Context: an optimization exercise on an open-source flow, tuned for small area, a short achievable clock period and few clock cycles. The choices shown serve that exercise and are no tape-out recipe.
The RTL was checked by simulation tests, not by an equivalence proof against the original design.
No activity file was given, so power comes from the tool's default toggle rates.

$ cat flow/config.mk
export PLATFORM = sky130hd
export DESIGN_NAME = parity_cpu_top
export DESIGN_NICKNAME = parity_cpu_top
export VERILOG_FILES = /design/flow/design.v
export SDC_FILE = /design/flow/constraint.sdc
export NUM_CORES = 4
export LEC_CHECK = 0
export CAP_MARGIN = 20
export CORE_MARGIN = 2
export CORE_UTILIZATION = 40
export SLEW_MARGIN = 20
$ cat flow/run.sh
#!/bin/bash
# synth_recipe.tcl (not shown) runs the flow's synth.tcl, then flattens the netlist and writes it again
# the make line also repeats each setting of config.mk as NAME=value (left out here)
make -C /OpenROAD-flow-scripts/flow DESIGN_CONFIG=/design/flow/config.mk WORK_HOME=/design/flow/orfs CLKGATE_MAP_FILE= SYNTH_SCRIPT=/design/flow/synth_recipe.tcl finish
$ cat flow/constraint.sdc
create_clock -name core_clock -period 10.0 [get_ports {clk}]
set_input_delay 2.0000 -clock core_clock [delete_from_list [all_inputs] [get_ports {clk}]]
set_output_delay 2.0000 -clock core_clock [all_outputs]
set_load 0.01 [all_outputs]
$ cat flow/design.v
package cpu_pkg;
	typedef logic [8-1:0]             byte_t;
	typedef logic [$clog2(8)-1:0]    reg_addr_t;
	typedef logic [9-1:0]               pc_t;
	typedef logic [$clog2(256)-1:0]  mem_addr_t;
	typedef enum logic [3:0] {
		op_pass_imm,
		op_xori,
		op_addi,
		op_add,
		op_xor,
		op_and,
		op_or,
		op_sll,
		op_xorall,
		op_addr,
		op_bne,
		op_beq
	} alu_op_e;
	typedef enum logic [1:0] {
		st_idle,
		st_run,
		st_done
	} run_state_e;
endpackage
module parity_cpu_top (
	input  logic                   clk,
	input  logic                   arst_n,
	input  logic                   psel,
	input  logic                   penable,
	input  logic                   pwrite,
	input  logic [9-1:0] paddr,
	input  cpu_pkg::byte_t         pwdata,
	output cpu_pkg::byte_t         prdata,
	output logic                   pready,
	output logic                   pslverr
);
	localparam int NR = 17;
	localparam int NS = 15;
	function automatic logic [3:0] add15(input logic [3:0] a, input logic [3:0] k);
		logic [4:0] t;
		t = {1'b0, a} + {1'b0, k};
		if (t >= 5'd15) t = t - 5'd15;
		add15 = t[3:0];
	endfunction
	function automatic logic [4:0] sum15(input logic [7:0] x);
		sum15 = {1'b0, x[7:4]} + {1'b0, x[3:0]};
	endfunction
	function automatic logic at15(input logic [4:0] e, input logic [3:0] h);
		at15 = (e == {1'b0, h}) || (e == {1'b0, h} + 5'd15);
	endfunction
	function automatic logic [4:0] ridx(input logic [7:0] x);
		ridx = (x[7:4] == 4'hf) ? 5'd16 : {1'b0, x[3:0]};
	endfunction
	logic [NR-1:0][NS-1:0][7:0] ring;
	logic [NR-1:0][7:0] slot0_d;
	logic [3:0] h, h1, h3, h8;
	logic [3:0] h_next;
	logic [7:0] pad_q, tap_q, seed_q, top_q;
	logic       busy;
	logic       done;
	logic [7:0] wa;       
	logic [7:0] s;        
	logic [5:0] ri;       
	logic [5:0] wi;       
	logic [7:0] fifo [8];
	logic       ready_q;
	logic [7:0] prdata_q;
	logic       hw_v;
	logic [4:0] hw_r;
	logic [7:0] hw_d;
	logic       complete;
	logic       is_status;
	logic       is_fixed;
	logic       start;
	logic [7:0] pad_end;
	logic       in_pad;
	logic       wa_at1;
	logic       run_pad;
	logic       run_msg;
	logic       run_wr;
	logic       ri_at8;
	logic       fill;
	logic       q_hit;
	logic [7:0] q_in;
	logic [7:0] q_out;
	logic [5:0] qn;
	logic       wen;
	logic [4:0] wr_r;
	logic [7:0] wd;
	logic [7:0] s_next;
	logic [4:0] pe;
	logic       wa_top;
	logic       run_top;
	logic       at1, at3;
	logic       pend;
	logic       ready_d;
	logic [7:0] rd_ring;
	logic [7:0] rd_next;
	assign h_next = (h >= 4'd15) ? 4'd0 : add15(h, 4'd8);
	always_ff @(posedge clk) begin
		h  <= h_next;
		h1 <= add15(h_next, 4'd8);
		h3 <= add15(h_next, 4'd9);
		h8 <= add15(h_next, 4'd4);
	end
	always_comb begin
		for (int r = 0; r < NR; r++) begin
			slot0_d[r] = (wen && wr_r == 5'(r)) ? wd : ring[r][1];
		end
	end
	always_ff @(posedge clk) begin
		for (int r = 0; r < NR; r++) begin
			ring[r][0] <= slot0_d[r];
			for (int p = 1; p < NS - 1; p++) ring[r][p] <= ring[r][p+1];
			ring[r][NS-1] <= ring[r][0];
		end
	end
	assign pad_end = pad_q + 8'(64);
	assign in_pad  = (wa < pad_end);
	assign s_next  = {s[6:0], ^(s & tap_q)};
	assign wa_top  = (wa == 8'hff);
	assign wa_at1  = at15(sum15(wa), h1) || wa_top;
	assign run_pad = busy && in_pad && wa_at1;
	assign q_hit   = ri_at8 && (ri != 6'(59));
	assign run_msg = busy && !in_pad && wa_at1 && ((ri != wi) || q_hit);
	assign run_wr  = run_pad || run_msg;
	assign run_top = run_wr && wa_top;
	assign ri_at8  = at15(sum15({2'b00, ri}), h8);
	assign qn      = ri - wi;
	assign fill    = busy && q_hit && (qn != 6'd8 || run_msg);
	assign q_in    = ring[ri[3:0]][8];
	assign q_out   = (ri == wi) ? q_in : fifo[wi[2:0]];
	always_comb begin
		if (busy) begin
			wen  = run_wr && !wa_top;
			wr_r = ridx(wa);
			wd   = (in_pad ? 8'h20 : q_out) ^ s;
		end else begin
			wen  = hw_v;
			wr_r = hw_r;
			wd   = hw_d;
		end
	end
	assign complete  = psel && penable && ready_q;
	assign is_status = paddr[9-1];
	assign is_fixed  = !is_status && (((paddr[7:0] >= 8'(61)) && (paddr[7:0] <= 8'(63))) || (paddr[7:0] == 8'hff));
	assign start     = complete && pwrite && (paddr == 9'h100) && pwdata[0] && !busy;
	assign pe   = sum15(paddr[7:0]);
	assign at1  = at15(pe, h1);
	assign at3  = at15(pe, h3);
	assign pend = busy && ((paddr[7:0] > wa) || (paddr[7:0] == wa && !run_wr));
	always_comb begin
		if (is_status) ready_d = 1'b1;
		else if (is_fixed) ready_d = pwrite ? !busy : !pend;
		else if (pwrite) ready_d = at3 && !busy;
		else ready_d = at1 && !pend;
	end
	assign rd_ring = (paddr[7:4] == 4'hf) ? slot0_d[16] : slot0_d[paddr[3:0]];
	always_comb begin
		if (is_status) rd_next = {6'b0, done, busy};
		else if (paddr[7:0] == 8'(61)) rd_next = pad_q;
		else if (paddr[7:0] == 8'(62)) rd_next = tap_q;
		else if (paddr[7:0] == 8'(63)) rd_next = seed_q;
		else if (paddr[7:0] == 8'hff) rd_next = top_q;
		else rd_next = rd_ring;
	end
	always_ff @(posedge clk or negedge arst_n) begin
		if (!arst_n) begin
			ready_q <= 1'b0;
			busy    <= 1'b0;
			done    <= 1'b0;
		end else begin
			ready_q <= psel && ready_d;
			if (start) begin
				busy <= 1'b1;
				done <= 1'b0;
			end else if (run_msg && wi == 6'(59 - 1)) begin
				busy <= 1'b0;
				done <= 1'b1;
			end
		end
	end
	always_ff @(posedge clk) begin
		prdata_q <= rd_next;
		hw_v <= complete && pwrite && !is_status && !is_fixed;
		hw_r <= ridx(paddr[7:0]);
		hw_d <= pwdata;
		if (complete && pwrite && paddr[7:0] == 8'(61) && !is_status) pad_q <= pwdata;
		if (complete && pwrite && paddr[7:0] == 8'(62) && !is_status) tap_q <= pwdata;
		if (complete && pwrite && paddr[7:0] == 8'(63) && !is_status) seed_q <= pwdata;
		if (run_top) top_q <= wd;
		else if (complete && pwrite && paddr[7:0] == 8'hff && !is_status) top_q <= pwdata;
		if (start) begin
			wa <= 8'(64);
			s  <= seed_q;
			ri <= '0;
			wi <= '0;
		end else begin
			if (run_wr) begin
				wa <= wa + 8'd1;
				s  <= s_next;
			end
			if (run_msg) wi <= wi + 6'd1;
			if (fill) ri <= ri + 6'd1;
		end
		if (fill) fifo[ri[2:0]] <= q_in;
	end
	assign prdata  = prdata_q;
	assign pready  = ready_q;
	assign pslverr = 1'b0;
endmodule
==> run notes, run 1 <==
* Outcome: timing/DRC/antenna clean
* YS warnings at 1
* Synth top area share at 78.50%
* CTS Buf Count at 192
* Syn avg cell area at 16.60 µm²
* Post-layout min period at 5.238 ns
* Worst setup EP type: flop
* Critical Path Most Common Cell: buf_4
* H-tree depth at 4
* Syn_nets at 3296
* Post-CTS Setup Bufs at 0
* Lkg Pwr at 24.85 nW
* Row count at 134
* Post-route ant nets at 0
* Max Clock Skew at 0.04410 ns
* Syn Inst Count at 3228
* Hold slack at 0.3013 ns
* Worst path arrival time at 5.88 ns
* Vias in the first global route at 22760
* Relative slew slack at 30.02%
* Post-Syn Area at 53580 µm²
* Max Cap Viol at 0
* CTS tree: built
* Clock transition at the registers of the reported paths at 0.06 ns
* Setup TNS at 0 ns
* First-pass GRT wire length at 147800 µm
* Fin crit share at 52.38%
* Fin worst setup slack at 4.762 ns
* PD cells at 292.6 nW/µm²
* DP HPWL at 65690 µm
* Unrepaired setup endpoints after global routing: no
* Pin count of the biggest net entering global routing at 48
* Clock buffer depth at 3
* Worst VDD drop at 0.1755 mV
* Type of origin of the critical path: flop
* Area leader, netlist: dfxtp_1
* CP Buf/Inv Count at 2
* Core region area at 133100 µm²
* WHS Path Cells at 0
* Initial antenna violation count at 12
* Synth cell types at 91
* Die H at 370.0 µm
* Routed WL at 101300 µm
* Slowest stage delay, CP at 0.64 ns
* Clk sinks at 2208
* Initial drt markers at 1523
* Final Hold Viols at 0
* Post-synth ARST share at 0.1359%
* Via Count at 23210
* Number of synthesized register bits at 2208
* Fmax at 190.9 MHz
* Top FF cell, synth: dfxtp_1
* Starting density of the core at 40.25%
* CP top delay family: compound AO/OA/AOI/OAI gates
* Critical Path RT at 10.64 ns
* Setup Slack @ Placement at 4.145 ns
* Worst Tran Pin Value at 1.048 ns
* CP max-delay cell: buf_4
* GRT Resource Usage Total at 14.79%
* Post-synthesis sequential area ratio at 84.47%
* Area growth from synthesis to layout at 17.22%
* Synth top cells by count: dfxtp_1, mux2_2, nor2_1
* Total gr overflow at 0
* Hold-fix buffers, CTS at 0
* Number of port buffers at 30
* Fin. max-slew vios at 0
* Die area at 136900 µm²
* R2r worst-path depth at 15
* Stages on the worst setup path at 15
* DRT Pass-1 Iters at 5
* Die Span X at 370.0 µm
* DR WL/cell at 18.95 µm
* Clock Root Buffer: clkbuf_16
* Worst-Skew Late Latency at 0.79 ns
* Hold Path Class: flop to flop
* Synth area leaders: dfxtp_1, edfxtp_1, mux2_2
* Share of layout cells above drive strength 1 at 16.39%
* Most numerous cell in the Yosys netlist: dfxtp_1
* Vias per cell at 4.341
* Post-synth EDFFs at 104
* Nets at 3492
* Crit path cell chain: buf_4 -> fa_1 -> xor2_1 -> o311ai_0 -> a2111oi_2 -> o2bb2ai_2 -> o21ai_0 -> o22ai_1 -> nand2_1 -> buf_4 -> mux2_2 -> mux4_2 -> nand2b_1 -> a211oi_1 -> o21ai_1
* Critical path class: flop to flop
* # IOs at 32
* Final GP Congestion at 0.8620
* CP max FO at 32
* Remaining DRCs at 0
* Setup violators final at 0
* Resized cells post-CTS at 0
[final timing paths]
path / slack (ns) / startpoint / end
min in group asynchronous: 1.44 / arst_n / done
hold / removal: 0.30 / ring[1137] / ring[1129]
setup reg to reg: 4.76 / ri[1] / prdata_q[7]
setup / recovery: 4.76 / ri[1] / prdata_q[7]
hold reg to reg: 0.30 / ring[1137] / ring[1129]
max in group asynchronous: 8.33 / arst_n / busy
[kinds of logic after synthesis]
family | share of synthesized area (%)
other | 0.006999
DFF | 84.47
muxes | 6.543
and+or+nand+nor | 3.220
buffers and inverters | 0.8827
AOI/OAI and AO/OA | 2.595
xor gates and xnor gates | 1.163
adders and majority gates | 1.116
[stage by stage]
stage,area [µm²],instances,util [%],power [W]
finish,62800,5347,47.18,0.01837
global route,62800,5344,47.17,0.01903
CTS,62790,5343,47.17,0.01854
detailed placement,56040,4998,42.10,0.01099
global placement,56040,4998,42.10,0.01097
floorplan,53580,3228,-,0.01053
[worst register-to-register path, delay by kind of cell (launching register included)]
| family | cells | cell delay, ns |
|---|---|---|
| xor+xnor | 1 | 0.16 |
| simple gates | 2 | 0.53 |
| compound gates | 7 | 1.89 |
| flops | 1 | 0.31 |
| mux | 2 | 0.73 |
| buf+inv | 2 | 0.93 |
| fa+ha+maj | 1 | 0.58 |
[cells in the final DEF, fill, tap and decap left out, types with 29 or more instances in the layout]
cell             Yosys  routed
dfxtp_1           2101    2098
clkbuf_16            0     194
mux2_2             153     153
nor2_1             108     108
edfxtp_1           104     104
nand2_1             97      97
mux4_2              53      53
clkbuf_8             0      51
a21oi_1             46      46
ha_1                43      43
inv_1               38      38
xnor2_1             38      38
buf_4                2      35
clkbuf_1            31      30
clkdlybuf4s50_1      0      29
[area by class of cell]
cell class	instances	area, µm²
clock inverters	70	1084
diodes	4	10.01
repair buffers	65	558.0
multi-input cells	916	7855
inverters	41	153.9
well taps	1768	2212
clock buffers	275	5669
flip-flops and latches	2208	45260
fillers	11270	70320
[registers in the layout (all words and copies together), names as in the netlist, 6 cells and up, named ones only]
signal    cells
hw_d          8
wa            8
prdata_q      8
s             8
seed_q        8
ring       2040
ri            6
top_q         8
fifo         64
tap_q         8
pad_q         8
wi            6
[layer usage]
layer / up-vias / global-route usage (%) / share of wire, % / routed length, µm
met4: 0 / 5.574 / 3.0 / 3025
met5: - / 0 / 0 / 0
li1: 11230 / - / - / -
met3: 178 / 2.908 / 4.4 / 4466
met2: 514 / 22.17 / 43 / 43840
met1: 11290 / 21.14 / 49 / 50010
[power breakdown]
group	internal (W)	switching, W	leakage, nW	total (W)
clock network	0.00444	0.00314	3.31	0.00757
logic	0.000394	0.000624	3.64	0.00102
registers	0.00953	0.000252	17.9	0.00978
Testbench counts, summed over its fixed seeds: cycles 10,229.
==> run 2, diff against run 1 <==
--- a/flow/config.mk
+++ b/flow/config.mk
@@ -7,5 +7,5 @@
 export LEC_CHECK = 0
 export CAP_MARGIN = 20
 export CORE_MARGIN = 2
-export CORE_UTILIZATION = 40
+export CORE_UTILIZATION = 65
 export SLEW_MARGIN = 20
==> run notes, run 2 <==
* Die Span X at 291.1 µm (-21%)
* H-tree depth at 4 (unchanged)
* Critical Path RT at 10.64 ns (about the same)
* Via Count at 24000 (+3.4%)
* Worst-Skew Late Latency at 0.78 ns (about the same)
* Die area at 84740 µm² (-38%)
* CP max FO at 13 (-59%)
* Starting density of the core at 65.46% (+25 points)
* Most frequent cells in the layout: dfxtp_1, clkbuf_16, mux2_2, nor2_1, edfxtp_1
* Remaining DRCs at 0 (unchanged)
* Most numerous cell in the Yosys netlist: dfxtp_1
* PD cells at 298.1 nW/µm² (+1.9%)
* YS warnings at 1 (unchanged)
* Tot Pwr at 0.01840 W (+0.13%)
* Routed WL at 113000 µm (+12%)
* Setup Slack @ Placement at 4.417 ns (+0.2723 ns)
* Pin count of the biggest net entering global routing at 31 (-35%)
* Synth top cells by count: dfxtp_1, mux2_2, nor2_1
* Core region area at 81850 µm² (-39%)
* Post-CTS Setup Bufs at 0 (unchanged)
* Post-synthesis sequential area ratio at 84.47% (unchanged)
* Fin. max-slew vios at 0 (unchanged)
* CTS Buf Count at 186 (-3.1%)
* Worst Tran Pin Value at 1.220 ns (+0.1720 ns)
* Clock transition at the registers of the reported paths at 0.06 ns (about the same)
* Hold Path Class: flop to flop
* Syn Inst Count at 3228 (unchanged)
* Post-synth EDFFs at 104 (unchanged)
* GRT Resource Usage Total at 27.23% (+12 points)
* Post-route ant nets at 0 (unchanged)
* Type of origin of the critical path: flop
* Post-layout min period at 5.195 ns (-0.04311 ns)
* Critical path class: flop to flop
* Post-synth ARST share at 0.1359% (unchanged)
* Number of synthesized register bits at 2208 (unchanged)
* Die H at 291.1 µm (-21%)
* Syn_nets at 3296 (unchanged)
* Relative slew slack at 18.39% (-12 points)
* Clk sinks at 2208 (unchanged)
* Share of layout cells above drive strength 1 at 16.20% (-0.20 points)
* # IOs at 32 (unchanged)
* Worst setup EP type: flop
* Worst path arrival time at 5.83 ns (-0.05 ns)
* Final Hold Viols at 0 (unchanged)
* Area leader, netlist: dfxtp_1
* Max reg flops at 2040 (unchanged)
* Post-Syn Area at 53580 µm² (unchanged)
* Fin area at 61710 µm² (-1.7%)
* Nets at 3484 (-0.23%)
* Vias in the first global route at 25770 (+13%)
* Post-route insts no fill at 4643 (-13%)
* Initial drt markers at 1562 (+2.6%)
* Fin crit share at 51.95% (-0.43 points)
* Row count at 105 (-22%)
* Fmax at 192.5 MHz (+0.83%)
* Top FF cell, synth: dfxtp_1
* Area after DPL at 55160 µm² (-1.6%)
* Setup violators final at 0 (unchanged)
* Fin worst setup slack at 4.805 ns (+0.04311 ns)
* DP Cell Count at 4298 (-14%)
* Clock Root Buffer: clkbuf_16
* Syn avg cell area at 16.60 µm² (unchanged)
* Synth area leaders: dfxtp_1, edfxtp_1, mux2_2
* Outcome: timing/DRC/antenna clean
* Setup TNS at 0 ns (unchanged)
* Lkg Pwr at 24.78 nW (-0.30%)
* DP HPWL at 66000 µm (+0.47%)
* Number of port buffers at 30 (unchanged)
* Total gr overflow at 0 (unchanged)
* Clock buffer depth at 3 (unchanged)
* First-pass GRT wire length at 168000 µm (+14%)
* Synth cell types at 91 (unchanged)
* Area growth from synthesis to layout at 15.18%
* DRT Pass-1 Iters at 5 (unchanged)
* Synth top area share at 78.50% (unchanged)
* Max Cap Viol at 0 (unchanged)
* DR WL/cell at 24.34 µm (+28%)
* Biggest register: ring
* Initial antenna violation count at 6 (-6)
* Max Clock Skew at 0.04229 ns (-0.001813 ns)
* Hold-fix buffers, CTS at 0 (unchanged)
* Commonest non-fill, non-tap cell in the layout: dfxtp_1
* CTS tree: built
* Vias per cell at 5.170 (+19%)
* Resized cells post-CTS at 0 (unchanged)
* Final GP Congestion at 0.9000 (+4.4%)
* Worst VDD drop at 0.2812 mV (+60%)
* Unrepaired setup endpoints after global routing: no
[run 2: cell counts after synthesis]
Identical to the previous run, type by type.
[run 2: kinds of logic (layout without fill, tap and decap cells)]
| kind of cell | count (synthesis) | after routing | share of synthesized area (%) |
|---|---|---|---|
| DFF | 2208 | 2208 | 84.47 |
| and+or+nand+nor | 357 | 357 | 3.220 |
| muxes | 247 | 247 | 6.543 |
| AOI/OAI and AO/OA | 197 | 197 | 2.595 |
| buffers and inverters | 104 | 445 | 0.8827 |
| xor gates and xnor gates | 68 | 68 | 1.163 |
| adders and majority gates | 46 | 46 | 1.116 |
| other | 1 | 5 | 0.006999 |
[run 2: path summary, 6_finish.rpt]
path / startpoint / endpoint / slack [ns] / depth (start not counted)
max reg2reg: ri[1] / ri[5] / 4.81 / 13
max: ri[1] / ri[5] / 4.81 / 13
min reg2reg: ring[1648] / ring[1640] / 0.30 / 0
min in group asynchronous: arst_n / done / 1.46 / 1
max in group asynchronous: arst_n / ready_q / 8.33 / 1
min: ring[1648] / ring[1640] / 0.30 / 0
[run 2: routing by layer]
metal / share of wire (%) / up-vias / wire [µm] / GRT usage [%]
met4: 2.8 / 2 / 3170 / 9.478
met3: 4.3 / 170 / 4825 / 5.100
met5: 0.012 / - / 13 / 0
met2: 47 / 602 / 53270 / 43.54
li1: - / 11220 / - / -
met1: 46 / 12010 / 51740 / 37.70
[run 2: per-stage QoR]
step	hold WS, ns	utilization (%)
after global placement	0.3095	67.39
final	0.2963	75.40
after CTS	0.2953	75.39
after detailed placement	0.3121	67.39
after floorplan	0.3096	-
after global routing	0.3020	75.39
[run 2: area by class of cell]
class | instances | area, µm²
fill | 4404 | 20130
clock buffer | 276 | 5675
inverter | 41 | 153.9
clock inverter | 65 | 870.8
multi-input combinational | 916 | 7859
sequential | 2208 | 45260
antenna | 4 | 10.01
tap | 1070 | 1339
timing repair buffer | 63 | 543.0
[run 2: where the power goes]
part / switching, W / internal (W) / total (W) / leakage, nW
clock network: 0.00318 / 0.00437 / 0.00755 / 3.25
registers: 0.000294 / 0.00953 / 0.00982 / 17.9
logic: 0.000631 / 0.000393 / 0.00102 / 3.63
total: 0.00411 / 0.0143 / 0.0184 / 24.8
[run 2: critical path, stage by stage (launching register included)]
cell and delay, ns:
dfxtp_2 0.72, fa_1 0.55, xor2_1 0.17, o311ai_0 0.18, a2111oi_2 0.40, o2bb2ai_2 0.27, o21ai_0 0.12, or3_1 0.41
a311oi_1 0.63, nand2_1 0.28, nor2_1 0.88, nand3_1 0.19, xor2_1 0.20, nor2_1 0.06
==> run 3, diff against run 2 <==
--- a/flow/design.v
+++ b/flow/design.v
@@ -49,12 +49,23 @@
 	function automatic logic at15(input logic [4:0] e, input logic [3:0] h);
 		at15 = (e == {1'b0, h}) || (e == {1'b0, h} + 5'd15);
 	endfunction
+	function automatic logic [3:0] step15(input logic [3:0] a, input logic up);
+		if (up) step15 = (a >= 4'd14) ? 4'd0 : a + 4'd1;
+		else step15 = (a == 4'd0 || a == 4'd15) ? 4'd14 : a - 4'd1;
+	endfunction
+	function automatic logic [3:0] pos15(input logic [3:0] m, input logic [3:0] hh);
+		logic [5:0] t;
+		t = 6'd30 + {1'b0, m, 1'b0} - {1'b0, hh, 1'b0} - 6'd1;
+		if (t >= 6'd30) t = t - 6'd30;
+		if (t >= 6'd15) t = t - 6'd15;
+		pos15 = t[3:0];
+	endfunction
 	function automatic logic [4:0] ridx(input logic [7:0] x);
 		ridx = (x[7:4] == 4'hf) ? 5'd16 : {1'b0, x[3:0]};
 	endfunction
 	logic [NR-1:0][NS-1:0][7:0] ring;
 	logic [NR-1:0][7:0] slot0_d;
-	logic [3:0] h, h1, h3, h8;
+	logic [3:0] h, h1, h3;
 	logic [3:0] h_next;
 	logic [7:0] pad_q, tap_q, seed_q, top_q;
 	logic       busy;
@@ -63,6 +74,9 @@
 	logic [7:0] s;        
 	logic [5:0] ri;       
 	logic [5:0] wi;       
+	logic [3:0] pw;       
+	logic [3:0] pr;       
+	logic       in_pad;
 	logic [7:0] fifo [8];
 	logic       ready_q;
 	logic [7:0] prdata_q;
@@ -73,8 +87,6 @@
 	logic       is_status;
 	logic       is_fixed;
 	logic       start;
-	logic [7:0] pad_end;
-	logic       in_pad;
 	logic       wa_at1;
 	logic       run_pad;
 	logic       run_msg;
@@ -102,7 +114,6 @@
 		h  <= h_next;
 		h1 <= add15(h_next, 4'd8);
 		h3 <= add15(h_next, 4'd9);
-		h8 <= add15(h_next, 4'd4);
 	end
 	always_comb begin
 		for (int r = 0; r < NR; r++) begin
@@ -116,17 +127,15 @@
 			ring[r][NS-1] <= ring[r][0];
 		end
 	end
-	assign pad_end = pad_q + 8'(64);
-	assign in_pad  = (wa < pad_end);
 	assign s_next  = {s[6:0], ^(s & tap_q)};
 	assign wa_top  = (wa == 8'hff);
-	assign wa_at1  = at15(sum15(wa), h1) || wa_top;
+	assign wa_at1  = (pw == 4'd1) || wa_top;
 	assign run_pad = busy && in_pad && wa_at1;
 	assign q_hit   = ri_at8 && (ri != 6'(59));
 	assign run_msg = busy && !in_pad && wa_at1 && ((ri != wi) || q_hit);
 	assign run_wr  = run_pad || run_msg;
 	assign run_top = run_wr && wa_top;
-	assign ri_at8  = at15(sum15({2'b00, ri}), h8);
+	assign ri_at8  = (pr == 4'd8);
 	assign qn      = ri - wi;
 	assign fill    = busy && q_hit && (qn != 6'd8 || run_msg);
 	assign q_in    = ring[ri[3:0]][8];
@@ -192,6 +201,15 @@
 		if (run_top) top_q <= wd;
 		else if (complete && pwrite && paddr[7:0] == 8'hff && !is_status) top_q <= pwdata;
 		if (start) begin
+			pw <= pos15(4'(64 % 15), h);
+			pr <= pos15(4'd0, h);
+			in_pad <= 1'b1;
+		end else begin
+			pw <= step15(pw, run_wr);
+			pr <= step15(pr, fill);
+			if (run_wr && wa == pad_q + 8'(64 - 1)) in_pad <= 1'b0;
+		end
+		if (start) begin
 			wa <= 8'(64);
 			s  <= seed_q;
 			ri <= '0;
--- a/flow/config.mk
+++ b/flow/config.mk
@@ -7,5 +7,5 @@
 export LEC_CHECK = 0
 export CAP_MARGIN = 20
 export CORE_MARGIN = 2
-export CORE_UTILIZATION = 65
+export CORE_UTILIZATION = 40
 export SLEW_MARGIN = 20
==> run notes, run 3 <==
* Syn Inst Count at 3558 (+10%)
* Vias in the first global route at 24450 (-5.1%)
* Core Util, Final at 46.90% (-29 points)
* Resized cells post-CTS at 0 (unchanged)
* DR WL/cell at 19.58 µm (-20%)
* Pin count of the biggest net entering global routing at 42 (+35%)
* Die area at 138500 µm² (+63%)
* CTS Buf Count at 196 (+5.4%)
* Synth top cells by count: dfxtp_1, nand2_1, o21ai_0
* YS warnings at 1 (unchanged)
* Row count at 135 (+29%)
* Biggest register: ring
* Routed wl met2 at 45460 µm (-15%)
* Clock Root Buffer: clkbuf_16
* Fmax at 194.0 MHz (+0.78%)
* Fin crit share at 51.54% (-0.40 points)
* Area leader, netlist: dfxtp_1
* Worst-Skew Late Latency at 0.81 ns (+0.03 ns)
* Synth top area share at 77.76% (-0.75 points)
* Worst setup EP type: flop
* Die Span X at 372.2 µm (+28%)
* Clock transition at the registers of the reported paths at 0.07 ns (about the same)
* Number of synthesized register bits at 2213 (+0.23%)
* Post-synthesis sequential area ratio at 83.66% (-0.82 points)
* Worst VDD drop at 0.2002 mV (-29%)
* DRT Pass-1 Iters at 5 (unchanged)
* Post-synth ARST share at 0.1356% (-0.00031 points)
* Final GP Congestion at 0.8935 (-0.72%)
* Clk sinks at 2213 (+0.23%)
* Nets at 3775 (+8.4%)
* Max Cap Viol at 0 (unchanged)
* CTS tree: built
* Top Metal Used: met4
* Post-synth EDFFs at 104 (unchanged)
* Die H at 372.2 µm (+28%)
* R2r worst-path depth at 12 (-1)
* WHS Path Cells at 0 (unchanged)
* Outcome: timing/DRC/antenna clean
* Setup TNS at 0 ns (unchanged)
* Max reg flops at 2040 (unchanged)
* Syn avg cell area at 15.24 µm² (-8.2%)
* Vias per cell at 4.532 (-12%)
* PD cells at 280.7 nW/µm² (-5.8%)
* Worst Tran Pin Value at 1.195 ns (-0.02479 ns)
* Total gr overflow at 0 (unchanged)
* Critical Path Most Common Cell: buf_4
* Via Count at 25680 (+7.0%)
* Syn_nets at 3616 (+9.7%)
* Max Clock Skew at 0.06214 ns (+0.01985 ns)
* Remaining DRCs at 0 (unchanged)
* Met3 wire len at 7561 µm (+57%)
* Hold-fix buffers, CTS at 0 (unchanged)
* Starting density of the core at 40.18% (-25 points)
* Hold slack at 0.2780 ns (-0.01830 ns)
* Most frequent cells in the layout: dfxtp_1, nand2_1, clkbuf_16, o21ai_0, nor2_1
* Lkg Pwr at 24.78 nW (about the same)
* Relative slew slack at 20.05% (+1.7 points)
* Synth area leaders: dfxtp_1, edfxtp_1, mux4_2
* Slowest stage delay, CP at 0.89 ns (about the same)
* Final Hold Viols at 0 (unchanged)
* GRT Resource Usage Total at 16.07% (-11 points)
* Number of port buffers at 30 (unchanged)
* Share of layout cells above drive strength 1 at 12.06% (-4.1 points)
* Area growth from synthesis to layout at 16.74%
* Synth cell types at 93 (+2.2%)
* Clock buffer depth at 3 (unchanged)
* Initial drt markers at 2123 (+36%)
* Post-Syn Area at 54220 µm² (+1.2%)
* Most numerous cell in the Yosys netlist: dfxtp_1
* Commonest non-fill, non-tap cell in the layout: dfxtp_1
* Post-route ant nets at 0 (unchanged)
* Fillcell total at 11510 (+160%)
* Critical path class: primary input to flop
* CP max FO at 38 (+25)
* Post-layout min period at 5.154 ns (-0.04032 ns)
* Unrepaired setup endpoints after global routing: no
* Type of origin of the critical path: primary input
* First-pass GRT wire length at 160700 µm (-4.3%)
* DRT met1 WL at 54600 µm (+5.5%)
* Worst path arrival time at 5.85 ns (+0.02 ns)
* Initial antenna violation count at 11 (+5)
* Post-CTS Setup Bufs at 0 (unchanged)
* H-tree depth at 4 (unchanged)
* Fin. max-slew vios at 0 (unchanged)
* # IOs at 32 (unchanged)
* Critical Path RT at 10.69 ns (+0.05 ns)
* Hold Path Class: flop to flop
* Routed WL at 110900 µm (-1.8%)
* Setup violators final at 0 (unchanged)
* CP max-delay cell: nor2_1
* Crit path cell chain: buf_2 -> buf_4 -> clkinv_1 -> buf_4 -> nor2_1 -> nand2_1 -> o22ai_1 -> or3_1 -> a2111oi_0 -> and3_1 -> a211o_1
* Core region area at 135000 µm² (+65%)
* Top FF cell, synth: dfxtp_1
* DP HPWL at 74950 µm (+14%)
==> run 3: changes by cell type after synthesis, sizes merged, moves of 9 or more <==
cell / previous run / this run
nand3: 25 / 41
o211ai: 8 / 17
or4: 2 / 11
a21oi: 47 / 63
nor2: 109 / 127
o22ai: 13 / 26
nand2: 101 / 239
mux2: 157 / 23
o21ai: 27 / 161
a31oi: 9 / 20
clkbuf: 31 / 70
==> run 3: power by group <==
group | internal (W) | total [W] | switching, W
Combinational | 0.000335 | 0.000894 | 0.000559
Sequential | 0.00911 | 0.00930 | 0.000185
Clock | 0.00435 | 0.00758 | 0.00323
==> run 3: per-layer routing <==
layer	vias up	track usage (%)
li1	12320	-
met1	12370	23.78
met2	793	22.62
met4	0	5.886
met3	201	3.969
met5	-	0
==> run 3: worst paths after layout <==
kind                       slack, ns        from          end
min reg2reg                     0.28  ring[1995]   ring[1987]
min                             0.28  ring[1995]   ring[1987]
max reg2reg                     5.19       ri[0]  prdata_q[0]
max                             4.85    paddr[1]  prdata_q[5]
max in group asynchronous       7.89      arst_n      ready_q
min in group asynchronous       1.64      arst_n         done
==> run 3: cells by family (layout without fill, tap and decap cells) <==
kind of cell             count (synthesis)  after routing  synth area share, %
AND/OR/NAND/NOR                        570            570                4.922
flip-flops                            2213           2213                83.66
buffers and inverters                  152            476                1.304
XOR/XNOR                                60             60               0.9692
multiplexers                           112            112                3.466
other                                    1              5             0.006916
AO/OA/AOI/OAI                          414            414                4.832
adder cells (fa/ha/maj)                 36             36               0.8446
==> run 3: critical path: cells and delay by family <==
kind	cells	cell delay [ns]
buffers and inverters	4	1.39
AND/OR/NAND/NOR	4	1.80
AO/OA/AOI/OAI	3	0.58
==> run 3: per-stage QoR <==
| step | cell area [µm²] | setup WS, ns | power (W) | instances |
|---|---|---|---|---|
| after global placement | 56500 | 4.157 | 0.01037 | 5300 |
| final | 63300 | 4.846 | 0.01777 | 5667 |
| after CTS | 63280 | 5.091 | 0.01795 | 5663 |
| after detailed placement | 56510 | 4.222 | 0.01038 | 5300 |
| after floorplan | 54220 | 5.370 | 0.01004 | 3558 |
| after global routing | 63290 | 4.836 | 0.01838 | 5663 |
==> run 3: area by class of cell <==
class	instances	area, µm²	share of cell area [%]
clock inverter	79	918.4	1.451
inverter	48	180.2	0.2847
antenna	4	10.01	0.01581
tap	1781	2228	3.521
timing repair buffer	65	558.0	0.8816
clock buffer	284	5857	9.253
multi-input combinational	1193	8179	12.92
sequential	2213	45360	71.67
Testbench counts of run 3, summed over its fixed seeds: cycles 10,229.
==> run 4, diff against run 3 <==
--- a/flow/design.v
+++ b/flow/design.v
@@ -71,12 +71,14 @@
 	logic       busy;
 	logic       done;
 	logic [7:0] wa;       
+	logic [3:0] pw;       
+	logic       in_pad;   
 	logic [7:0] s;        
+	logic [7:0] wd_q;     
 	logic [5:0] ri;       
+	logic [3:0] pr;       
 	logic [5:0] wi;       
-	logic [3:0] pw;       
-	logic [3:0] pr;       
-	logic       in_pad;
+	logic [3:0] qn;       
 	logic [7:0] fifo [8];
 	logic       ready_q;
 	logic [7:0] prdata_q;
@@ -87,23 +89,22 @@
 	logic       is_status;
 	logic       is_fixed;
 	logic       start;
-	logic       wa_at1;
+	logic       in0_at9;
+	logic       wa_top;
 	logic       run_pad;
 	logic       run_msg;
 	logic       run_wr;
-	logic       ri_at8;
+	logic       run_top;
 	logic       fill;
-	logic       q_hit;
 	logic [7:0] q_in;
-	logic [7:0] q_out;
-	logic [5:0] qn;
 	logic       wen;
 	logic [4:0] wr_r;
 	logic [7:0] wd;
-	logic [7:0] s_next;
+	logic [7:0] s_new;
+	logic       in_pad_new;
+	logic [5:0] wi_new;
+	logic [7:0] byte_new;
 	logic [4:0] pe;
-	logic       wa_top;
-	logic       run_top;
 	logic       at1, at3;
 	logic       pend;
 	logic       ready_d;
@@ -127,24 +128,23 @@
 			ring[r][NS-1] <= ring[r][0];
 		end
 	end
-	assign s_next  = {s[6:0], ^(s & tap_q)};
 	assign wa_top  = (wa == 8'hff);
-	assign wa_at1  = (pw == 4'd1) || wa_top;
-	assign run_pad = busy && in_pad && wa_at1;
-	assign q_hit   = ri_at8 && (ri != 6'(59));
-	assign run_msg = busy && !in_pad && wa_at1 && ((ri != wi) || q_hit);
+	assign run_pad = busy && in_pad && ((pw == 4'd1) || wa_top);
+	assign run_msg = busy && !in_pad && ((pw == 4'd1) || wa_top) && (qn != 4'd0);
 	assign run_wr  = run_pad || run_msg;
 	assign run_top = run_wr && wa_top;
-	assign ri_at8  = (pr == 4'd8);
-	assign qn      = ri - wi;
-	assign fill    = busy && q_hit && (qn != 6'd8 || run_msg);
-	assign q_in    = ring[ri[3:0]][8];
-	assign q_out   = (ri == wi) ? q_in : fifo[wi[2:0]];
+	assign fill    = busy && (pr == 4'd9) && (ri != 6'(59)) && (qn != 4'd8 || run_msg);
+	assign q_in    = ring[ri[3:0]][9];
+	assign in0_at9 = (h == 4'd3);
+	assign s_new      = run_wr ? {s[6:0], ^(s & tap_q)} : s;
+	assign in_pad_new = in_pad && !(run_wr && wa == pad_q + 8'(64 - 1));
+	assign wi_new     = run_msg ? wi + 6'd1 : wi;
+	assign byte_new   = (fill && ri[2:0] == wi_new[2:0]) ? q_in : fifo[wi_new[2:0]];
 	always_comb begin
 		if (busy) begin
 			wen  = run_wr && !wa_top;
 			wr_r = ridx(wa);
-			wd   = (in_pad ? 8'h20 : q_out) ^ s;
+			wd   = wd_q;
 		end else begin
 			wen  = hw_v;
 			wr_r = hw_r;
@@ -201,28 +201,36 @@
 		if (run_top) top_q <= wd;
 		else if (complete && pwrite && paddr[7:0] == 8'hff && !is_status) top_q <= pwdata;
 		if (start) begin
-			pw <= pos15(4'(64 % 15), h);
-			pr <= pos15(4'd0, h);
+			wa     <= 8'(64);
+			pw     <= pos15(4'(64 % 15), h);
 			in_pad <= 1'b1;
+			s      <= seed_q;
+			wd_q   <= seed_q ^ 8'h20;
+			wi     <= '0;
+			if (in0_at9) begin
+				fifo[0] <= ring[0][9];
+				ri <= 6'd1;
+				pr <= pos15(4'd1, h);
+				qn <= 4'd1;
+			end else begin
+				ri <= '0;
+				pr <= pos15(4'd0, h);
+				qn <= 4'd0;
+			end
 		end else begin
-			pw <= step15(pw, run_wr);
+			if (run_wr) wa <= wa + 8'd1;
+			pw     <= step15(pw, run_wr);
+			in_pad <= in_pad_new;
+			s      <= s_new;
+			wd_q   <= (in_pad_new ? 8'h20 : byte_new) ^ s_new;
+			wi     <= wi_new;
+			if (fill) begin
+				fifo[ri[2:0]] <= q_in;
+				ri <= ri + 6'd1;
+			end
 			pr <= step15(pr, fill);
-			if (run_wr && wa == pad_q + 8'(64 - 1)) in_pad <= 1'b0;
-		end
-		if (start) begin
-			wa <= 8'(64);
-			s  <= seed_q;
-			ri <= '0;
-			wi <= '0;
-		end else begin
-			if (run_wr) begin
-				wa <= wa + 8'd1;
-				s  <= s_next;
-			end
-			if (run_msg) wi <= wi + 6'd1;
-			if (fill) ri <= ri + 6'd1;
-		end
-		if (fill) fifo[ri[2:0]] <= q_in;
+			qn <= qn + 4'(fill) - 4'(run_msg);
+		end
 	end
 	assign prdata  = prdata_q;
 	assign pready  = ready_q;
--- a/flow/config.mk
+++ b/flow/config.mk
@@ -8,4 +8,7 @@
 export CAP_MARGIN = 20
 export CORE_MARGIN = 2
 export CORE_UTILIZATION = 40
+export CTS_BUF_LIST = sky130_fd_sc_hd__clkbuf_16
+export CTS_CLUSTER_DIAMETER = 80
+export CTS_CLUSTER_SIZE = 25
 export SLEW_MARGIN = 20
==> run notes, run 4 <==
* Number of port buffers at 30 (unchanged)
* Unrepaired setup endpoints after global routing: no
* Fmax at 200.9 MHz (+3.6%)
* Worst path arrival time at 5.41 ns (-0.44 ns)
* Die Span X at 373.3 µm (+0.31%)
* Worst-Skew Late Latency at 0.74 ns (-0.07 ns)
* Initial antenna violation count at 7 (-4)
* DR WL/cell at 18.86 µm (-3.7%)
* Synth top area share at 77.67% (-0.085 points)
* Max Clock Skew at 0.06774 ns (+0.005601 ns)
* Fin area at 59760 µm² (-5.6%)
* Crit path cell chain: buf_2 -> buf_4 -> nand2_1 -> nor2_1 -> nand2_1 -> o21ai_0 -> buf_4
* Max Cap Viol at 0 (unchanged)
* Outcome: timing/DRC/antenna clean
* Post-route ant nets at 0 (unchanged)
* Top FF cell, synth: dfxtp_1
* Via Count at 24370 (-5.1%)
* Synth top cells by count: dfxtp_1, nand2_1, nor2_1
* Number of synthesized register bits at 2222 (+0.41%)
* Commonest non-fill, non-tap cell in the layout: dfxtp_1
* Core region area at 135500 µm² (+0.37%)
* First-pass GRT wire length at 147700 µm (-8.1%)
* Row count at 135 (unchanged)
* Remaining DRCs at 0 (unchanged)
* PD cells at 246.1 nW/µm² (-12%)
* Area growth from synthesis to layout at 9.528%
* DRT Pass-1 Iters at 5 (unchanged)
* CP top delay family: simple AND/OR/NAND/NOR gates
* GRT Resource Usage Total at 14.32% (-1.7 points)
* Resized cells post-CTS at 0 (unchanged)
* Post-Syn Area at 54560 µm² (+0.63%)
* Syn_nets at 3589 (-0.75%)
* Worst setup EP type: flop
* Area leader, netlist: dfxtp_1
* CP Buf/Inv Count at 3 (-1)
* Die area at 139400 µm² (+0.62%)
* Routed WL at 101800 µm (-8.2%)
* Nets at 3660 (-3.0%)
* Critical path class: primary input to flop
* Vias in the first global route at 22670 (-7.3%)
* Post-synth EDFFs at 102 (-1.9%)
* Fin. max-slew vios at 0 (unchanged)
* Vias per cell at 4.511 (-0.46%)
* CP max-delay cell: nor2_1
* Lkg Pwr at 23.11 nW (-6.7%)
* Tot Pwr at 0.01471 W (-17%)
* Worst VDD drop at 0.1704 mV (-15%)
* Clock Root Buffer: clkbuf_16
* Most numerous cell in the Yosys netlist: dfxtp_1
* Multi-input logic area at 8354 µm² (+2.1%)
* H-tree depth at 3 (-1)
* Relative slew slack at 24.10% (+4.0 points)
* Clock buffer depth at 3 (unchanged)
* Final Hold Viols at 0 (unchanged)
* Synth cell types at 90 (-3.2%)
* Hold-fix buffers, CTS at 0 (unchanged)
* Clock transition at the registers of the reported paths at 0.10 ns (+0.03 ns)
* Post-layout min period at 4.978 ns (-0.1768 ns)
* Initial drt markers at 1829 (-14%)
* YS warnings at 1 (unchanged)
* Worst Tran Pin Value at 1.138 ns (-0.05631 ns)
* Max reg flops at 2040 (unchanged)
* Post-synth ARST share at 0.1350% (-0.00055 points)
* Most frequent cells in the layout: dfxtp_1, nand2_1, nor2_1, o21ai_0
* Critical Path RT at 10.43 ns (-0.26 ns)
* Type of origin of the critical path: primary input
* FF/Latch Area at 45520 µm² (+0.34%)
* Setup violators final at 0 (unchanged)
* Final GP Congestion at 0.8927 (about the same)
* # IOs at 32 (unchanged)
* DP HPWL at 69080 µm (-7.8%)
* Pin count of the biggest net entering global routing at 43 (+2.4%)
* Total gr overflow at 0 (unchanged)
* Post-synthesis sequential area ratio at 83.42% (-0.23 points)
* Post-CTS Setup Bufs at 0 (unchanged)
* CTS tree: built
* Syn Inst Count at 3525 (-0.93%)
* Fin crit share at 49.78% (-1.8 points)
* Fillcell total at 11970 (+4.0%)
* Share of layout cells above drive strength 1 at 7.962% (-4.1 points)
* Clk sinks at 2222 (+0.41%)
* Syn avg cell area at 15.48 µm² (+1.6%)
* Area after DPL at 56980 µm² (+0.84%)
* Slowest stage delay, CP at 0.90 ns (about the same)
* CP max FO at 21 (-45%)
* Synth area leaders: dfxtp_1, edfxtp_1, mux4_2
* Biggest register: ring
* Setup TNS at 0 ns (unchanged)
* Die H at 373.3 µm (+0.31%)
* Hold Path Class: flop to flop
* CTS Buf Count at 100 (-49%)
* Starting density of the core at 40.28% (+0.10 points)
run 4: worst paths after layout:
check	end	cells after the start	slack, ns	from
min	ring[131]	0	0.30	ring[139]
max	top_q[2]	7	5.02	paddr[0]
max reg2reg	prdata_q[3]	9	5.55	busy
min in group asynchronous	busy	1	1.47	arst_n
min reg2reg	ring[131]	0	0.30	ring[139]
max in group asynchronous	ready_q	1	8.35	arst_n
run 4: through the flow:
stage	setup slack, ns	util (%)	instances	hold WS, ns
after detailed placement	4.381	42.06	5275	0.3121
after floorplan	5.670	-	3525	0.3096
after global routing	4.866	44.11	5398	0.3012
final	5.022	44.12	5401	0.3016
after global placement	4.415	42.06	5275	0.3096
after CTS	5.160	44.11	5398	0.2910
run 4: worst reg2reg max path, stage by stage (launching register included):
cell       delay, ns
dfrtp_1         0.37
buf_4           0.50
o21a_1          0.33
a32oi_2         0.36
or3_1           0.71
buf_4           0.32
o21ai_0         0.66
o32ai_1         0.22
or4_1           0.56
a2111oi_2       0.31
run 4: cells by family (layout without fill, tap and decap cells):
logic type / count (synthesis) / count (layout) / synth area share, %
and+or+nand+nor: 479 / 479 / 4.086
adders and majority gates: 42 / 42 / 0.9906
buffers and inverters: 175 / 267 / 1.314
muxes: 179 / 179 / 4.910
AOI/OAI and AO/OA: 364 / 364 / 4.258
DFF: 2222 / 2222 / 83.42
xor gates and xnor gates: 63 / 63 / 1.011
other: 1 / 4 / 0.006873
run 4: per-layer routing:
metal	track usage, %	vias to the layer above	part of all wire [%]
met5	0	-	0
met2	21.07	595	42
met1	21.15	11740	50
li1	-	11850	-
met4	5.072	0	3.5
met3	2.555	185	4.6
run 4: where the power goes:
group / switching [W] / total [W] / internal [W]
combinational: 0.000544 / 0.000865 / 0.000321
clock: 0.00256 / 0.00443 / 0.00187
sequential: 0.000168 / 0.00941 / 0.00924
run 4: cell type report:
| type | count | area share (%) |
|---|---|---|
| diodes | 3 | 0.01256 |
| clock buffers | 102 | 4.271 |
| clock inverters | 21 | 0.3580 |
| inverters | 69 | 0.4334 |
| multi-input cells | 1128 | 13.98 |
| flip-flops and latches | 2222 | 76.17 |
| well taps | 1781 | 3.729 |
| repair buffers | 75 | 1.051 |
Testbench counts of run 4, summed over its fixed seeds: cycles 10,229.
==> run 5, diff against run 4 <==
--- a/flow/config.mk
+++ b/flow/config.mk
@@ -8,7 +8,7 @@
 export CAP_MARGIN = 20
 export CORE_MARGIN = 2
 export CORE_UTILIZATION = 40
-export CTS_BUF_LIST = sky130_fd_sc_hd__clkbuf_16
-export CTS_CLUSTER_DIAMETER = 80
-export CTS_CLUSTER_SIZE = 25
+export CTS_BUF_LIST = sky130_fd_sc_hd__clkbuf_8 sky130_fd_sc_hd__clkbuf_16
+export CTS_CLUSTER_DIAMETER = 60
+export CTS_CLUSTER_SIZE = 20
 export SLEW_MARGIN = 20
==> run notes, run 5 <==
* Outcome: timing/DRC/antenna clean
* DR WL/cell at 18.85 µm (about the same)
* Synth top cells by count: dfxtp_1, nand2_1, nor2_1
* Commonest non-fill, non-tap cell in the layout: dfxtp_1
* Top FF cell, synth: dfxtp_1
* Setup TNS at 0 ns (unchanged)
* Hold Path Class: flop to flop
* Post-layout min period at 5.014 ns (+0.03635 ns)
* Most numerous cell in the Yosys netlist: dfxtp_1
* Initial drt markers at 1692 (-7.5%)
* Setup violators final at 0 (unchanged)
* Synth area leaders: dfxtp_1, edfxtp_1, mux4_2
* Number of port buffers at 30 (unchanged)
* Pin count of the biggest net entering global routing at 43 (unchanged)
* Hold-fix buffers, CTS at 0 (unchanged)
* Unrepaired setup endpoints after global routing: no
* Syn avg cell area at 15.48 µm² (unchanged)
* Tot Pwr at 0.01591 W (+8.2%)
* Clock Root Buffer: clkbuf_16
* Syn_nets at 3589 (unchanged)
* Synth top area share at 77.67% (unchanged)
* Max reg flops at 2040 (unchanged)
* Number of synthesized register bits at 2222 (unchanged)
* Die Span X at 373.3 µm (unchanged)
* Critical Path RT at 10.45 ns (+0.02 ns)
* Reg2reg start: qn[2]
* Row count at 135 (unchanged)
* Total gr overflow at 0 (unchanged)
* H-tree depth at 4 (+1)
* Post-Syn Area at 54560 µm² (unchanged)
* Final Hold Viols at 0 (unchanged)
* Final GP Congestion at 0.8927 (unchanged)
* DRT Pass-1 Iters at 5 (unchanged)
* Post-CTS Setup Bufs at 0 (unchanged)
* Die H at 373.3 µm (unchanged)
* Fmax at 199.4 MHz (-0.72%)
* CTS Buf Count at 144 (+44%)
* FF/Latch Area at 45520 µm² (unchanged)
* First-pass GRT wire length at 149700 µm (+1.4%)
* Max Clock Skew at 0.02621 ns (-0.04153 ns)
* Fin crit share at 50.14% (+0.36 points)
* YS warnings at 1 (unchanged)
* Worst VDD drop at 0.2019 mV (+19%)
* Core region area at 135500 µm² (unchanged)
* Most frequent cells in the layout: dfxtp_1, nand2_1, clkbuf_16, nor2_1, o21ai_0
* Initial antenna violation count at 7 (unchanged)
* Setup crit start: paddr[0]
* R2r worst-path depth at 11 (+2)
* GRT Resource Usage Total at 14.59% (+0.26 points)
* CTS tree: built
* Type of origin of the critical path: primary input
* DP HPWL at 69080 µm (unchanged)
* Clock transition at the registers of the reported paths at 0.07 ns (-0.03 ns)
* Lkg Pwr at 23.83 nW (+3.1%)
* CP max FO at 21 (unchanged)
* WHS Path Cells at 0 (unchanged)
* Fin worst setup slack at 4.986 ns (-0.03635 ns)
* Relative slew slack at 24.18% (+0.075 points)
* Post-synth EDFFs at 102 (unchanged)
* Multi-input logic area at 8363 µm² (+0.10%)
* Fillcell total at 11820 (-1.2%)
* Clk sinks at 2222 (unchanged)
* Worst Tran Pin Value at 1.137 ns (-0.001120 ns)
* Via Count at 24650 (+1.2%)
* Die area at 139400 µm² (unchanged)
* Max Cap Viol at 0 (unchanged)
* Post-synth ARST share at 0.1350% (unchanged)
* Critical path class: primary input to flop
* Setup Slack @ Placement at 4.381 ns (unchanged)
* Clock buffer depth at 3 (unchanged)
* Area growth from synthesis to layout at 12.23%
* Hold Path Origin: ring[943]
* # IOs at 32 (unchanged)
* Starting density of the core at 40.28% (unchanged)
* PD cells at 259.8 nW/µm² (+5.6%)
* Worst-Skew Late Latency at 0.76 ns (+0.02 ns)
* Resized cells post-CTS at 0 (unchanged)
* Worst setup EP type: flop
* Routed WL at 103200 µm (+1.3%)
* Biggest register: ring
* Fin. max-slew vios at 0 (unchanged)
* Area leader, netlist: dfxtp_1
* Post-route ant nets at 0 (unchanged)
* Remaining DRCs at 0 (unchanged)
* Syn Inst Count at 3525 (unchanged)
* Vias in the first global route at 23300 (+2.8%)
* Share of layout cells above drive strength 1 at 9.734% (+1.8 points)
* Nets at 3704 (+1.2%)
* Worst path arrival time at 5.46 ns (+0.05 ns)
* Vias per cell at 4.503 (-0.17%)
* Synth cell types at 90 (unchanged)
* Post-synthesis sequential area ratio at 83.42% (unchanged)
-- run 5: cell counts after synthesis --
Identical to the previous run, type by type.
-- run 5: routing by layer --
layer / share of wire (%) / wire (µm) / global-route usage [%]
met1: 49 / 50580 / 21.09
met2: 42 / 43360 / 21.29
met3: 5.6 / 5791 / 3.047
met4: 3.3 / 3441 / 5.920
met5: 0.013 / 13 / 0
-- run 5: cell type report --
| type | instances | share of cell area [%] |
|---|---|---|
| tap | 1781 | 3.639 |
| sequential | 2222 | 74.33 |
| clock inverter | 44 | 0.7968 |
| antenna | 4 | 0.01635 |
| timing repair buffer | 75 | 1.026 |
| multi-input combinational | 1128 | 13.66 |
| inverter | 69 | 0.4229 |
| clock buffer | 150 | 6.111 |
-- run 5: worst max-delay path: stages --
cell and delay [ns]:
buf_2 0.56, buf_4 0.37, nand2_1 0.34, nor2_1 0.93, nand2_1 0.41, o21ai_0 0.57, buf_4 0.25
-- run 5: path summary, 6_finish.rpt --
check / endpoint / slack (ns)
setup / recovery: top_q[5] / 4.99
hold / removal: ring[935] / 0.31
setup reg to reg: prdata_q[3] / 5.52
hold reg to reg: ring[935] / 0.31
max in group asynchronous: ready_q / 8.35
min in group asynchronous: busy / 1.47
-- run 5: kinds of logic (layout without fill, tap and decap cells) --
kind of cell             after synthesis  after routing  share of synthesized area, %
AO/OA/AOI/OAI                        364            364                         4.258
AND/OR/NAND/NOR                      479            479                         4.086
other                                  1              5                      0.006873
buffers and inverters                175            338                         1.314
XOR/XNOR                              63             63                         1.011
flip-flops                          2222           2222                         83.42
multiplexers                         179            179                         4.910
adder cells (fa/ha/maj)               42             42                        0.9906
-- run 5: metrics by stage --
stage	hold slack [ns]	instance area, µm²	util, %	std cells
2_1_floorplan	0.3096	54560	-	3525
6_report	0.3131	61240	45.20	5473
5_1_grt	0.3115	61230	45.20	5469
3_5_place_dp	0.3121	56980	42.06	5275
3_3_place_gp	0.3096	56980	42.06	5275
4_1_cts	0.3152	61210	45.19	5469
-- run 5: power breakdown --
group / internal [W] / total, W / switching [W]
Sequential: 0.00924 / 0.00941 / 0.000168
Clock: 0.00280 / 0.00563 / 0.00283
Combinational: 0.000321 / 0.000863 / 0.000542
==> run 6, diff against run 5 <==
--- a/flow/design.v
+++ b/flow/design.v
@@ -83,6 +83,7 @@
 	logic       ready_q;
 	logic [7:0] prdata_q;
 	logic       hw_v;
+	logic [3:0] hw_f;     
 	logic [4:0] hw_r;
 	logic [7:0] hw_d;
 	logic       complete;
@@ -168,10 +169,10 @@
 	assign rd_ring = (paddr[7:4] == 4'hf) ? slot0_d[16] : slot0_d[paddr[3:0]];
 	always_comb begin
 		if (is_status) rd_next = {6'b0, done, busy};
-		else if (paddr[7:0] == 8'(61)) rd_next = pad_q;
-		else if (paddr[7:0] == 8'(62)) rd_next = tap_q;
-		else if (paddr[7:0] == 8'(63)) rd_next = seed_q;
-		else if (paddr[7:0] == 8'hff) rd_next = top_q;
+		else if (paddr[7:0] == 8'(61)) rd_next = hw_f[0] ? hw_d : pad_q;
+		else if (paddr[7:0] == 8'(62)) rd_next = hw_f[1] ? hw_d : tap_q;
+		else if (paddr[7:0] == 8'(63)) rd_next = hw_f[2] ? hw_d : seed_q;
+		else if (paddr[7:0] == 8'hff) rd_next = hw_f[3] ? hw_d : top_q;
 		else rd_next = rd_ring;
 	end
 	always_ff @(posedge clk or negedge arst_n) begin
@@ -195,12 +196,16 @@
 		hw_v <= complete && pwrite && !is_status && !is_fixed;
 		hw_r <= ridx(paddr[7:0]);
 		hw_d <= pwdata;
-		if (complete && pwrite && paddr[7:0] == 8'(61) && !is_status) pad_q <= pwdata;
-		if (complete && pwrite && paddr[7:0] == 8'(62) && !is_status) tap_q <= pwdata;
-		if (complete && pwrite && paddr[7:0] == 8'(63) && !is_status) seed_q <= pwdata;
+		hw_f[0] <= complete && pwrite && !is_status && paddr[7:0] == 8'(61);
+		hw_f[1] <= complete && pwrite && !is_status && paddr[7:0] == 8'(62);
+		hw_f[2] <= complete && pwrite && !is_status && paddr[7:0] == 8'(63);
+		hw_f[3] <= complete && pwrite && !is_status && paddr[7:0] == 8'hff;
+		if (hw_f[0]) pad_q <= hw_d;
+		if (hw_f[1]) tap_q <= hw_d;
+		if (hw_f[2]) seed_q <= hw_d;
 		if (run_top) top_q <= wd;
-		else if (complete && pwrite && paddr[7:0] == 8'hff && !is_status) top_q <= pwdata;
-		if (start) begin
+		else if (hw_f[3]) top_q <= hw_d;
+		if (!busy) begin
 			wa     <= 8'(64);
 			pw     <= pos15(4'(64 % 15), h);
 			in_pad <= 1'b1;
--- a/flow/config.mk
+++ b/flow/config.mk
@@ -8,7 +8,7 @@
 export CAP_MARGIN = 20
 export CORE_MARGIN = 2
 export CORE_UTILIZATION = 40
-export CTS_BUF_LIST = sky130_fd_sc_hd__clkbuf_8 sky130_fd_sc_hd__clkbuf_16
-export CTS_CLUSTER_DIAMETER = 60
-export CTS_CLUSTER_SIZE = 20
+export CTS_BUF_LIST = sky130_fd_sc_hd__clkbuf_16
+export CTS_CLUSTER_DIAMETER = 80
+export CTS_CLUSTER_SIZE = 25
 export SLEW_MARGIN = 20
==> run notes, run 6 <==
* Critical path class: flop to flop
* Worst VDD drop at 0.1326 mV (-34%)
* R2r worst-path depth at 8 (-3)
* Final Hold Viols at 0 (unchanged)
* Post-synth EDFFs at 70 (-31%)
* Total gr overflow at 0 (unchanged)
* Hold Path Class: flop to flop
* Nets at 3691 (-0.35%)
* Die H at 373.7 µm (about the same)
* Unrepaired setup endpoints after global routing: no
* Most frequent cells in the layout: dfxtp_1, nand2_1, nor2_1, clkbuf_16, a21oi_1
* Syn avg cell area at 15.36 µm² (-0.76%)
* Max reg flops at 2040 (unchanged)
* PD cells at 225.3 nW/µm² (-13%)
* Resized cells post-CTS at 0 (unchanged)
* WHS Path Cells at 0 (unchanged)
* Reg-to-Reg End: wd_q[7]
* Worst-Skew Late Latency at 0.73 ns (-0.03 ns)
* Post-Syn Area at 54670 µm² (+0.19%)
* Hold EP: ring[1412]
* Die Span X at 373.7 µm (about the same)
* Outcome: timing/DRC/antenna clean
* Row count at 135 (unchanged)
* Remaining DRCs at 0 (unchanged)
* Synth top area share at 78.84% (+1.2 points)
* DRT Pass-1 Iters at 5 (unchanged)
* Worst path arrival time at 5.13 ns (-0.33 ns)
* Type of origin of the critical path: flop
* First-pass GRT wire length at 152300 µm (+1.7%)
* Lkg Pwr at 23.66 nW (-0.74%)
* Synth cell types at 90 (unchanged)
* Fmax at 222.5 MHz (+12%)
* CP max FO at 38 (+81%)
* Hold-fix buffers, CTS at 0 (unchanged)
* DR WL/cell at 19.16 µm (+1.6%)
* Most numerous cell in the Yosys netlist: dfxtp_1
* Starting density of the core at 40.31% (about the same)
* Relative slew slack at 26.99% (+2.8 points)
* Post-synth ARST share at 0.1348% (-0.00024 points)
* Hold Path Origin: ring[1420]
* Vias per cell at 4.527 (+0.53%)
* Worst setup EP type: flop
* Routed WL at 104100 µm (+0.92%)
* Die area at 139600 µm² (+0.19%)
* Post-CTS Setup Bufs at 0 (unchanged)
* Post-route ant nets at 0 (unchanged)
* GRT Resource Usage Total at 14.75% (+0.16 points)
* Reg2reg start: busy
* Worst Tran Pin Value at 1.084 ns (-0.05358 ns)
* R2R setup slack at 5.51 ns (about the same)
* Fin. max-slew vios at 0 (unchanged)
* Clock buffer depth at 3 (unchanged)
* Post-layout min period at 4.495 ns (-0.5193 ns)
* Initial antenna violation count at 13 (+6)
* Via Count at 24600 (-0.19%)
* Setup TNS at 0 ns (unchanged)
* Core region area at 135600 µm² (+0.12%)
* Top FF cell, synth: dfxtp_1
* Max Cap Viol at 0 (unchanged)
* Number of port buffers at 30 (unchanged)
* Number of synthesized register bits at 2226 (+0.18%)
* Syn_nets at 3621 (+0.89%)
* Post-synthesis sequential area ratio at 82.82% (-0.60 points)
* Vias in the first global route at 23510 (+0.91%)
* Clock Root Buffer: clkbuf_16
* Pin count of the biggest net entering global routing at 51 (+19%)
* Share of layout cells above drive strength 1 at 8.217% (-1.5 points)
* Fin crit share at 44.95% (-5.2 points)
* Commonest non-fill, non-tap cell in the layout: dfxtp_1
* Initial drt markers at 1935 (+14%)
* Clock transition at the registers of the reported paths at 0.09 ns (+0.02 ns)
* YS warnings at 1 (unchanged)
* Biggest register: ring
* CTS tree: built
* DP HPWL at 69600 µm (+0.76%)
* CTS Buf Count at 103 (-28%)
* Final GP Congestion at 0.8693 (-2.6%)
* Area leader, netlist: dfxtp_1
* Hold slack at 0.2928 ns (-0.02024 ns)
* H-tree depth at 3 (-1)
* Area growth from synthesis to layout at 9.610%
* Critical Path RT at 10.63 ns (+0.18 ns)
* Clk sinks at 2226 (+0.18%)
* Setup violators final at 0 (unchanged)
* Synth top cells by count: dfxtp_1, nand2_1, nor2_1
* Max Clock Skew at 0.03456 ns (+0.008357 ns)
* Synth area leaders: dfxtp_1, edfxtp_1, mux4_2
* Syn Inst Count at 3559 (+0.96%)
* # IOs at 32 (unchanged)
-- run 6: cell count changes in the layout (fill, tap and decap cells not counted), moves of 7 or more --
cell,previous run,this run
a211oi_1,16,24
a21oi_1,84,100
buf_4,45,37
clkbuf_16,149,104
dfxtp_1,2117,2153
edfxtp_1,102,70
mux2i_1,61,82
mux4_1,7,0
mux4_2,56,67
nand2_1,182,175
o21ai_0,117,92
o21ai_1,7,24
-- run 6: cell type report --
type | count | area, µm²
multi-input cells | 1157 | 8743
inverters | 74 | 277.8
clock buffers | 104 | 2603
well taps | 1781 | 2228
diodes | 2 | 5.005
flip-flops and latches | 2226 | 45280
repair buffers | 67 | 568.0
fillers | 11910 | 75710
clock inverters | 23 | 219.0
-- run 6: metrics by stage --
step	worst slack (ns)	util, %	instances	power, W	cell area, µm²
global route	5.148	44.18	5432	0.01398	59920
CTS	5.510	44.17	5432	0.01364	59910
finish	5.505	44.18	5434	0.01350	59920
global placement	4.796	42.09	5305	0.009225	57090
detailed placement	4.918	42.09	5305	0.009224	57090
floorplan	5.682	-	3559	0.009169	54670
-- run 6: layer usage --
metal	track usage (%)	routed length, µm	vias up	part of all wire (%)
li1	-	-	11990	-
met1	22.32	53610	11950	51
met2	21.51	43460	514	42
met3	2.729	5012	144	4.8
met4	3.965	2059	0	2.0
met5	0	0	-	0
-- run 6: report_power, final --
group          internal [W]  leakage (nW)  total, W  switching [W]
clock               0.00190          1.41   0.00448        0.00258
sequential          0.00890          18.2   0.00891      0.0000132
combinational     0.0000388          4.03  0.000104      0.0000650
-- run 6: how the worst max path moves through the flow --
stage / end / from / slack, ns
after floorplan: ready_q / paddr[0] / 5.68
after global placement: ready_q / paddr[4] / 4.80
after detailed placement: ready_q / paddr[4] / 4.92
after CTS: wd_q[7] / busy / 5.51
after global routing: wd_q[6] / busy / 5.15
final: wd_q[7] / busy / 5.51
-- run 6: kinds of logic (layout without fill, tap and decap cells) --
group | Yosys count | in the layout | share of synthesized area, %
flops | 2226 | 2226 | 82.82
simple gates | 461 | 461 | 3.891
fa+ha+maj | 40 | 40 | 0.9429
other cells | 1 | 3 | 0.006859
buf+inv | 176 | 268 | 1.311
mux | 205 | 205 | 5.417
xor+xnor | 60 | 60 | 1.030
compound gates | 390 | 390 | 4.580
-- run 6: critical path, cell delays in order (launching register included) --
cell and delay, ns:
dfrtp_2 0.80, inv_2 0.43, a31oi_2 0.45, and2_1 0.67, nand3_1 0.17, o41ai_2 0.98
nand2_1 0.27, a211oi_2 0.27, mux2_4 0.32
Testbench counts of run 6, summed over its fixed seeds: cycles 10,229.

-- separate check: timing with driven ports --
In the flow no input, the clock included, has a driving cell. The finished layouts below were timed again as built, in two steps.
Step 1 assumes that a clkbuf_16 drives the clock port and a buf_2 every other input.
Step 2 moves the port delays by t, midway between the first and last clock arrival at a register: inputs arrive t later, outputs are due t later. That takes back most of the time a late clock gives input paths.
Three values: ideal, step 1, step 2; two values: the first two.
| run | t, ns | setup slack, ns | worst setup path after step 2 | latest minus earliest clock arrival (ns) | slew at the worst register clock pin (ns) |
|---|---|---|---|---|---|
| run 1 | 0.841 | 4.762 / 4.762 / 4.219 | input to register | 0.044 / 0.045 | 0.07 / 0.07 |
| run 2 | 0.826 | 4.805 / 4.805 / 4.370 | input to register | 0.043 / 0.044 | 0.07 / 0.07 |
| run 3 | 0.859 | 4.846 / 4.901 / 4.043 | input to register | 0.064 / 0.063 | 0.07 / 0.07 |
| run 4 | 0.789 | 5.022 / 5.077 / 4.288 | input to register | 0.068 / 0.068 | 0.11 / 0.11 |
| run 5 | 0.819 | 4.986 / 5.042 / 4.223 | input to register | 0.030 / 0.030 | 0.09 / 0.09 |
| run 6 | 0.796 | 5.505 / 5.505 / 4.949 | input to register | 0.046 / 0.046 | 0.10 / 0.10 |
After both steps setup and hold are still met in every run listed. The setup slack of run 3, which loses most, moves by +0.055 ns with the drivers and by -0.803 ns with both steps.
